What follows belongs to an exercise in optimizing a design on an open flow for a short achievable clock period and few clock cycles per item; a production flow would make more cautious choices. The RTL was checked by simulation tests, not by an equivalence proof against the original design.

`flow/design.v`:
```
`timescale 1ns/1ps
`default_nettype none
package fetch_pkg;
    localparam int WORD      = 32;
    localparam int HALF_WORD = 16;
    typedef enum logic {
        RUN_PIPELINE   = 1'b0,
        STALL_PIPELINE = 1'b1
    } stall_pipeline_sig;
    typedef enum logic {
        KEEP_PIPELINE  = 1'b0,
        FLUSH_PIPELINE = 1'b1
    } flush_pipeline_sig;
    typedef logic [3:0] opcode_t;
    localparam opcode_t OP_HALT = 4'd15;
    typedef struct packed {
        opcode_t    opcode;
        logic [3:0] rd;
        logic [3:0] rs1;
        logic [3:0] rs2;
    } r_form_t;
    typedef struct packed {
        opcode_t    opcode;
        logic [3:0] rd;
        logic [7:0] imm;
    } i_form_t;
    typedef union packed {
        r_form_t r_form;
        i_form_t i_form;
    } instr_t;
endpackage
`default_nettype wire
`timescale 1ns/1ps
`default_nettype none
module instruction_ram #(
    parameter int MEM_DEPTH = 512
) (
    input  logic                            clk_i,
    input  logic                            write_en_i,
    input  logic [fetch_pkg::WORD-1:0]      instruction_addr_i,
    input  logic [fetch_pkg::HALF_WORD-1:0] data_i,
    output logic [fetch_pkg::HALF_WORD-1:0] instruction_o
);
    localparam int INDEX_W = (MEM_DEPTH > 1) ? $clog2(MEM_DEPTH) : 1;
    logic [fetch_pkg::HALF_WORD-1:0] mem [MEM_DEPTH];
    logic [INDEX_W-1:0]   index;
    assign index = INDEX_W'((instruction_addr_i >> 1) % fetch_pkg::WORD'(MEM_DEPTH));
    always_ff @(posedge clk_i) begin
        if (write_en_i) begin
            mem[index] <= data_i;
        end
        instruction_o <= mem[index];
    end
endmodule
`default_nettype wire
`timescale 1ns/1ps
`default_nettype none
module instruction_mem #(
    parameter int MEM_DEPTH = 512
) (
    input  logic                            clk_i,
    input  logic                            reset_i,
    input  logic                            program_mem_write_en_i,
    input  logic                            is_valid_i,
    input  fetch_pkg::flush_pipeline_sig    flush_pipeline_i,
    input  fetch_pkg::stall_pipeline_sig    stall_pipeline_i,
    input  logic [fetch_pkg::HALF_WORD-1:0] instruction_i,
    input  logic [fetch_pkg::WORD-1:0]      instruction_addr_i,
    output logic                            is_valid_o,
    output logic [fetch_pkg::HALF_WORD-1:0] instruction_o,
    output logic [fetch_pkg::WORD-1:0]      program_counter_o
);
    logic [fetch_pkg::WORD-1:0] next_instruction_addr;
    always_comb begin
        if (stall_pipeline_i == fetch_pkg::STALL_PIPELINE) begin
            next_instruction_addr = program_counter_o;
        end else begin
            next_instruction_addr = instruction_addr_i;
        end
    end
    instruction_ram #(
        .MEM_DEPTH(MEM_DEPTH)
    ) u_instruction_ram (
        .clk_i              (clk_i),
        .write_en_i         (program_mem_write_en_i),
        .instruction_addr_i (next_instruction_addr),
        .data_i             (instruction_i),
        .instruction_o      (instruction_o)
    );
    always_ff @(posedge clk_i) begin
        if (reset_i) begin
            is_valid_o        <= 1'b0;
            program_counter_o <= '0;
        end else begin
            if (flush_pipeline_i == fetch_pkg::FLUSH_PIPELINE) begin
                is_valid_o <= 1'b0;
            end else if (stall_pipeline_i == fetch_pkg::RUN_PIPELINE) begin
                is_valid_o <= is_valid_i;
            end
            program_counter_o <= next_instruction_addr;
        end
    end
endmodule
`default_nettype wire
`timescale 1ns/1ps
`default_nettype none
module pc_counter (
    input  logic                       clk_i,
    input  logic                       reset_i,
    input  logic                       clear_i,
    input  logic                       step_i,
    input  logic                       load_i,
    input  logic [fetch_pkg::WORD-1:0] load_pc_i,
    output logic [fetch_pkg::WORD-1:0] pc_o
);
    localparam logic [fetch_pkg::WORD-1:0] PC_STEP = fetch_pkg::WORD'(2);
    always_ff @(posedge clk_i) begin
        if (reset_i || clear_i) begin
            pc_o <= '0;
        end else if (load_i) begin
            pc_o <= load_pc_i;
        end else if (step_i) begin
            pc_o <= pc_o + PC_STEP;
        end
    end
endmodule
`default_nettype wire
`timescale 1ns/1ps
`default_nettype none
module fetch_control (
    input  logic                         clk_i,
    input  logic                         reset_i,
    input  logic                         start_i,
    input  logic                         stall_i,
    input  logic                         redirect_i,
    input  logic                         prog_we_i,
    input  logic                         halt_i,
    output logic                         pc_clear_o,
    output logic                         pc_step_o,
    output logic                         pc_load_o,
    output logic                         fetch_valid_o,
    output logic                         mem_write_o,
    output logic                         halted_o,
    output fetch_pkg::stall_pipeline_sig stall_o,
    output fetch_pkg::flush_pipeline_sig flush_o
);
    typedef enum logic [1:0] {
        IDLE   = 2'd0,
        RUN    = 2'd1,
        HALTED = 2'd2
    } state_t;
    state_t state;
    state_t state_next;
    logic   running;
    logic   halt_take;
    assign running = (state == RUN);
    assign halt_take = running && halt_i && !stall_i;
    always_comb begin
        state_next = state;
        case (state)
            IDLE: begin
                if (start_i) begin
                    state_next = RUN;
                end
            end
            RUN: begin
                if (halt_take) begin
                    state_next = HALTED;
                end
            end
            default: begin
                state_next = HALTED;
            end
        endcase
    end
    always_ff @(posedge clk_i) begin
        if (reset_i) begin
            state <= IDLE;
        end else begin
            state <= state_next;
        end
    end
    assign pc_clear_o    = (state == IDLE);
    assign pc_step_o     = running && !stall_i;
    assign pc_load_o     = running && redirect_i;
    assign mem_write_o   = (state == IDLE) && prog_we_i;
    assign halted_o      = (state == HALTED);
    assign stall_o       = (running && stall_i) ? fetch_pkg::STALL_PIPELINE : fetch_pkg::RUN_PIPELINE;
    assign flush_o       = (redirect_i || halt_take) ? fetch_pkg::FLUSH_PIPELINE : fetch_pkg::KEEP_PIPELINE;
    assign fetch_valid_o = running && (flush_o == fetch_pkg::KEEP_PIPELINE);
endmodule
`default_nettype wire
`timescale 1ns/1ps
`default_nettype none
module instruction_decode (
    input  logic                         clk_i,
    input  logic                         reset_i,
    input  logic                         valid_i,
    input  fetch_pkg::stall_pipeline_sig stall_i,
    input  fetch_pkg::flush_pipeline_sig flush_i,
    input  fetch_pkg::instr_t            instr_i,
    input  logic [fetch_pkg::WORD-1:0]   pc_i,
    output logic                         valid_o,
    output logic                         halt_o,
    output logic [fetch_pkg::WORD-1:0]   pc_o,
    output fetch_pkg::opcode_t           opcode_o,
    output logic [3:0]                   rd_o,
    output logic [3:0]                   rs1_o,
    output logic [3:0]                   rs2_o,
    output logic [7:0]                   imm_o
);
    logic is_i_form;
    assign is_i_form = (instr_i.r_form.opcode >= 4'd8) && (instr_i.r_form.opcode <= 4'd14);
    always_ff @(posedge clk_i) begin
        if (reset_i) begin
            valid_o <= 1'b0;
        end else if (flush_i == fetch_pkg::FLUSH_PIPELINE) begin
            valid_o <= 1'b0;
        end else if (stall_i == fetch_pkg::RUN_PIPELINE) begin
            valid_o <= valid_i;
        end
    end
    always_ff @(posedge clk_i) begin
        if (stall_i == fetch_pkg::RUN_PIPELINE) begin
            pc_o     <= pc_i;
            opcode_o <= instr_i.r_form.opcode;
            if (is_i_form) begin
                rd_o  <= instr_i.i_form.rd;
                rs1_o <= '0;
                rs2_o <= '0;
                imm_o <= instr_i.i_form.imm;
            end else begin
                rd_o  <= instr_i.r_form.rd;
                rs1_o <= instr_i.r_form.rs1;
                rs2_o <= instr_i.r_form.rs2;
                imm_o <= '0;
            end
        end
    end
    assign halt_o = valid_o && (opcode_o == fetch_pkg::OP_HALT);
endmodule
`default_nettype wire
`timescale 1ns/1ps
`default_nettype none
module fetch_unit #(
    parameter int MEM_DEPTH = 512
) (
    input  logic                            clk_i,
    input  logic                            reset_i,
    input  logic                            start_i,
    input  logic                            stall_i,
    input  logic                            redirect_i,
    input  logic [fetch_pkg::WORD-1:0]      redirect_pc_i,
    input  logic                            prog_we_i,
    input  logic [fetch_pkg::WORD-1:0]      prog_addr_i,
    input  logic [fetch_pkg::HALF_WORD-1:0] prog_data_i,
    output logic                            valid_o,
    output logic [fetch_pkg::WORD-1:0]      pc_o,
    output fetch_pkg::opcode_t              opcode_o,
    output logic [3:0]                      rd_o,
    output logic [3:0]                      rs1_o,
    output logic [3:0]                      rs2_o,
    output logic [7:0]                      imm_o,
    output logic                            halted_o
);
    logic                 pc_clear;
    logic                 pc_step;
    logic                 pc_load;
    logic                 fetch_valid;
    logic                 mem_write;
    logic                 halt_seen;
    fetch_pkg::stall_pipeline_sig    stall;
    fetch_pkg::flush_pipeline_sig    flush;
    logic [fetch_pkg::WORD-1:0]      fetch_addr;
    logic [fetch_pkg::WORD-1:0]      mem_addr;
    logic                 mem_valid;
    logic [fetch_pkg::WORD-1:0]      mem_pc;
    logic [fetch_pkg::HALF_WORD-1:0] mem_instr;
    assign mem_addr = mem_write ? prog_addr_i : fetch_addr;
    fetch_control u_fetch_control (
        .clk_i         (clk_i),
        .reset_i       (reset_i),
        .start_i       (start_i),
        .stall_i       (stall_i),
        .redirect_i    (redirect_i),
        .prog_we_i     (prog_we_i),
        .halt_i        (halt_seen),
        .pc_clear_o    (pc_clear),
        .pc_step_o     (pc_step),
        .pc_load_o     (pc_load),
        .fetch_valid_o (fetch_valid),
        .mem_write_o   (mem_write),
        .halted_o      (halted_o),
        .stall_o       (stall),
        .flush_o       (flush)
    );
    pc_counter u_pc_counter (
        .clk_i     (clk_i),
        .reset_i   (reset_i),
        .clear_i   (pc_clear),
        .step_i    (pc_step),
        .load_i    (pc_load),
        .load_pc_i (redirect_pc_i),
        .pc_o      (fetch_addr)
    );
    instruction_mem #(
        .MEM_DEPTH(MEM_DEPTH)
    ) u_instruction_mem (
        .clk_i                  (clk_i),
        .reset_i                (reset_i),
        .program_mem_write_en_i (mem_write),
        .is_valid_i             (fetch_valid),
        .flush_pipeline_i       (flush),
        .stall_pipeline_i       (stall),
        .instruction_i          (prog_data_i),
        .instruction_addr_i     (mem_addr),
        .is_valid_o             (mem_valid),
        .instruction_o          (mem_instr),
        .program_counter_o      (mem_pc)
    );
    instruction_decode u_instruction_decode (
        .clk_i    (clk_i),
        .reset_i  (reset_i),
        .valid_i  (mem_valid),
        .stall_i  (stall),
        .flush_i  (flush),
        .instr_i  (mem_instr),
        .pc_i     (mem_pc),
        .valid_o  (valid_o),
        .halt_o   (halt_seen),
        .pc_o     (pc_o),
        .opcode_o (opcode_o),
        .rd_o     (rd_o),
        .rs1_o    (rs1_o),
        .rs2_o    (rs2_o),
        .imm_o    (imm_o)
    );
endmodule
`default_nettype wire
```
`flow/config.mk`:
```
export PLATFORM = sky130hd
export DESIGN_NAME = fetch_unit
export DESIGN_NICKNAME = fetch_unit
export VERILOG_FILES = /design/flow/design.v
export SDC_FILE = /design/flow/constraint.sdc
export NUM_CORES = 4
export LEC_CHECK = 0
export CAP_MARGIN = 40
export CORE_MARGIN = 2
export CORE_UTILIZATION = 30
export PLACE_DENSITY = 0.35
export SLEW_MARGIN = 40
export SYNTH_MEMORY_MAX_BITS = 16384
```
`flow/constraint.sdc`:
```
create_clock -name core_clock -period 8.0 [get_ports {clk_i}]
set_input_delay 1.6000 -clock core_clock [delete_from_list [all_inputs] [get_ports {clk_i}]]
set_output_delay 1.6000 -clock core_clock [all_outputs]
set_load 0.01 [all_outputs]
```
`flow/run.sh`:
```
#!/bin/bash
# synth_recipe.tcl (not shown) runs the flow's synth.tcl, then flattens the netlist and writes it again
# the make line also repeats each setting of config.mk as NAME=value (left out here)
make -C /OpenROAD-flow-scripts/flow DESIGN_CONFIG=/design/flow/config.mk WORK_HOME=/design/flow/orfs CLKGATE_MAP_FILE= SYNTH_SCRIPT=/design/flow/synth_recipe.tcl finish
```
==> impl_metrics.ini <==
[floorplan]
die_h_mm = 1.04
fp.dieArea_um2 = 1080000
die_w_mm = 1.04
start_util_pct = 30.1
ioPinCount = 144
core_area_um2 = 1070000
row_count = 380

[clocking]
h-tree-depth = 6
clk_root_buffer_cell = clkbuf_16
clk_latency_ps = 1250
cts_tree = built
clock_sinks = 8332
clk_pin_slew_ps = 60
cts_max_path_buffers = 5
cts_setup_buffers = 0
cts_resized = 0
cts_hold_buf = 0
cts_made_buffers = 941

[detailed_routing]
drtIter0Drc = 22500
routedWlPerCell_um = 40.3
drc = 0
viasPerCell = 5.31
drtAntennaViolNets = 0
routed_wl_mm = 1400
vias = 185000
first_pass_iters = 6

[yosys]
syn_nets = 18000
syn_area_um2 = 322000
ys_seq_area_share_pct = 77.3
ys.flop_type = edfxtp_1
yosys_warnings = 5
syn_inst = 17900
synthTopCellsByCount = 8248 x edfxtp_1, 2601 x nand2_1, 1143 x mux4_2
syn_area_per_cell_um2 = 18.0
synth-seq-cells = 8332
synth_top_cell_by_area = edfxtp_1
synth_top_area_share_pct = 76.8
synth.distinct_cells = 89
synth_edf_count = 8248
synth_most_common_cell = edfxtp_1
synth_area_leaders = edfxtp_1 77%, mux4_2 8.0%, mux2i_1 3.3%
async_flop_share_pct = 0

[global_routing]
use_met2_pct = 40.8
antenna_found_initial = 152
grtUsageTotal_pct = 25.3
top_usage_layer = met2
grt_pass1_wl_mm = 1830
use_met1_pct = 36.0
grt_use_met3_pct = 3.53
grt_pass1_vias = 181000
overflow = 0
grt_max_degree = 145

[cells_and_area]
nFillCells = 101000
final_layout_size_suffix_gt1_share_pct = 24.3
instances_no_fill = 34900
layout.nets = 19700
design_area_um2 = 386000
regArea_um2 = 249000
area_growth_pct = 19.7
multi_input_area_um2 = 70800

[worst_setup_path]
arrival_ps = 8130
crit_type = input pin to register
cp.required_ps = 9110
critPathLaunchType = input pin
crit_fanout = 32
endpoint_kind = register

[place]
place_area_um2 = 356000
gp_congestion = 0.834
placed_cells = 33000
detailed_place_hpwl_mm = 908
io_buffers = 143

[hold_path]
hold_path.class = register to register

[sta]
finalCritPeriodShare_pct = 87.7
fin_crit_ps = 7020
slew_violations = 0
fmax_mhz = 143
slew_headroom_pct = 29.1
rsz0062_at_grt = no
setup_violations = 0
hold_viol = 0
tightest_slew_ps = 1060
tns_ps = 0
fin_skew_ps = 120

[power_and_ir_drop]
ir_drop_uv = 262
power_uw = 100000
pwr_density_cell_nw_per_um2 = 260
p_leak_uw = 0.126

[job]
cap_violations = 0

[status]
outcome = finished clean
==> flip-flops by register name, summed over array words and instances, names as in the netlist, 2 cells and up <==
register                                           count
u_fetch_control.state                                  2
u_instruction_decode.imm_o                             8
u_instruction_decode.opcode_o                          4
u_instruction_decode.pc_o                             32
u_instruction_decode.rd_o                              4
u_instruction_decode.rs1_o                             4
u_instruction_decode.rs2_o                             4
u_instruction_mem.program_counter_o                   32
u_instruction_mem.u_instruction_ram.instruction_o     16
u_instruction_mem.u_instruction_ram.mem             8192
u_pc_counter.pc_o                                     32
==> worst max-delay path: stages <==
cell and delay (ps):
clkdlybuf4s50_1 850, nor2_1 190, o21a_4 250, nor3_4 750
buf_12 380, buf_12 260, buf_12 300, mux4_2 550
mux2i_1 300, nor3_1 130, a2111oi_4 820, buf_4 230
nand2_1 180, buf_12 190, or4_1 420, or4_1 520
==> logic make-up (layout without fill, tap and decap cells) <==
| family | after synthesis | after routing | share of synthesized area, % |
|---|---|---|---|
| and+or+nand+nor | 4779 | 4779 | 6.42 |
| adders and majority gates | 1 | 1 | 0.00388 |
| xor gates and xnor gates | 29 | 29 | 0.0788 |
| buffers and inverters | 1133 | 3625 | 1.73 |
| DFF | 8332 | 8332 | 77.3 |
| other | 0 | 99 | 0 |
| muxes | 2227 | 2227 | 11.4 |
| AOI/OAI and AO/OA | 1443 | 1443 | 3.07 |
==> path summary, 6_finish.rpt <==
kind,to,from,slack [ps],depth (start not counted)
max,u_instruction_mem.u_instruction_ram.instruction_o[9],prog_we_i,980,16
min,u_instruction_decode.pc_o[22],u_instruction_mem.program_counter_o[22],430,0
max reg2reg,u_instruction_mem.u_instruction_ram.instruction_o[9],u_fetch_control.state[0],1530,16
min reg2reg,u_instruction_decode.pc_o[22],u_instruction_mem.program_counter_o[22],430,0
==> per-layer routing <==
layer	routed length, um	part of all wire, %	up-vias
li1	-	-	75200
met1	626000	45	102000
met2	658000	47	6627
met3	79400	5.7	1461
met4	41200	2.9	18
met5	140	0.010	-
==> layout by cell type, fill, tap and decap left out, types with 21 or more instances in the layout <==
| master | instances |
|---|---|
| nor3_1 | 53 |
| a31oi_1 | 216 |
| o21ai_0 | 81 |
| clkbuf_16 | 947 |
| bufinv_16 | 64 |
| mux2i_1 | 1059 |
| a21oi_1 | 109 |
| buf_12 | 255 |
| mux4_2 | 1143 |
| clkinv_2 | 181 |
| a311oi_1 | 60 |
| nand3_1 | 807 |
| diode_2 | 99 |
| nand4_1 | 306 |
| clkbuf_1 | 229 |
| xor2_1 | 21 |
| o21ai_1 | 32 |
| and3_1 | 113 |
| a211oi_4 | 21 |
| nor4_2 | 23 |
| o31a_1 | 32 |
| buf_4 | 1433 |
| nor3_2 | 23 |
| o22ai_1 | 406 |
| edfxtp_1 | 8248 |
| nor2_1 | 132 |
| a211oi_1 | 92 |
| clkdlybuf4s50_1 | 126 |
| dfxtp_1 | 74 |
| buf_8 | 30 |
| clkinv_1 | 243 |
| o31ai_1 | 26 |
| a2111oi_0 | 35 |
| nor2_2 | 512 |
| nand2_1 | 2572 |
| nor4_1 | 78 |
| a32oi_1 | 80 |
==> area by class of cell <==
| class | instances | share of cell area (%) |
|---|---|---|
| Clock inverter | 560 | 1.24 |
| Sequential cell | 8332 | 64.6 |
| Multi-Input combinational cell | 8479 | 18.3 |
| Antenna cell | 99 | 0.0642 |
| Clock buffer | 1184 | 6.39 |
| Inverter | 4 | 0.00518 |
| Timing Repair Buffer | 1877 | 4.73 |
| Tap cell | 14300 | 4.64 |
==> through the flow <==
stage	utilization, %	worst slack, ps	hold slack (ps)
3_5_place_dp	33.2	-205	415
3_3_place_gp	33.1	-994	416
6_report	36.0	983	429
2_1_floorplan	-	2500	386
5_1_grt	36.0	972	437
4_1_cts	36.0	1110	430
==> report_power, final <==
part	switching, uW	internal [uW]
clock network	18600	23800
logic	6930	2680
registers	263	48200
Testbench counts, summed over its fixed seeds: cycles 10,994, items 7,224.

-- re-timing with driven ports --
No port has a modelled driver above. Below, the same layout with a new extraction and two added sets of constraints.
Step 1 sets driving cells, clkbuf_16 on the clock port and buf_2 on the other inputs (assumed; they add their load-dependent delay and slew).
Step 2, shift: input delay + t, output delay - t, t = (earliest + latest rising clock arrival at the registers) / 2. This alone moves slack from input paths to output paths.
Three values: ideal ports, drivers, drivers and shift; two values: the first two.
shift t [ns]: 1.346
slack for setup (ns): 0.983 / 1.104 / -0.242
cell pins on the clock port's net: 1
With both steps, setup timing fails in this run, where it was met with ideal ports. The setup slack of this run moves by +0.121 ns with the drivers and by -1.225 ns with both steps.
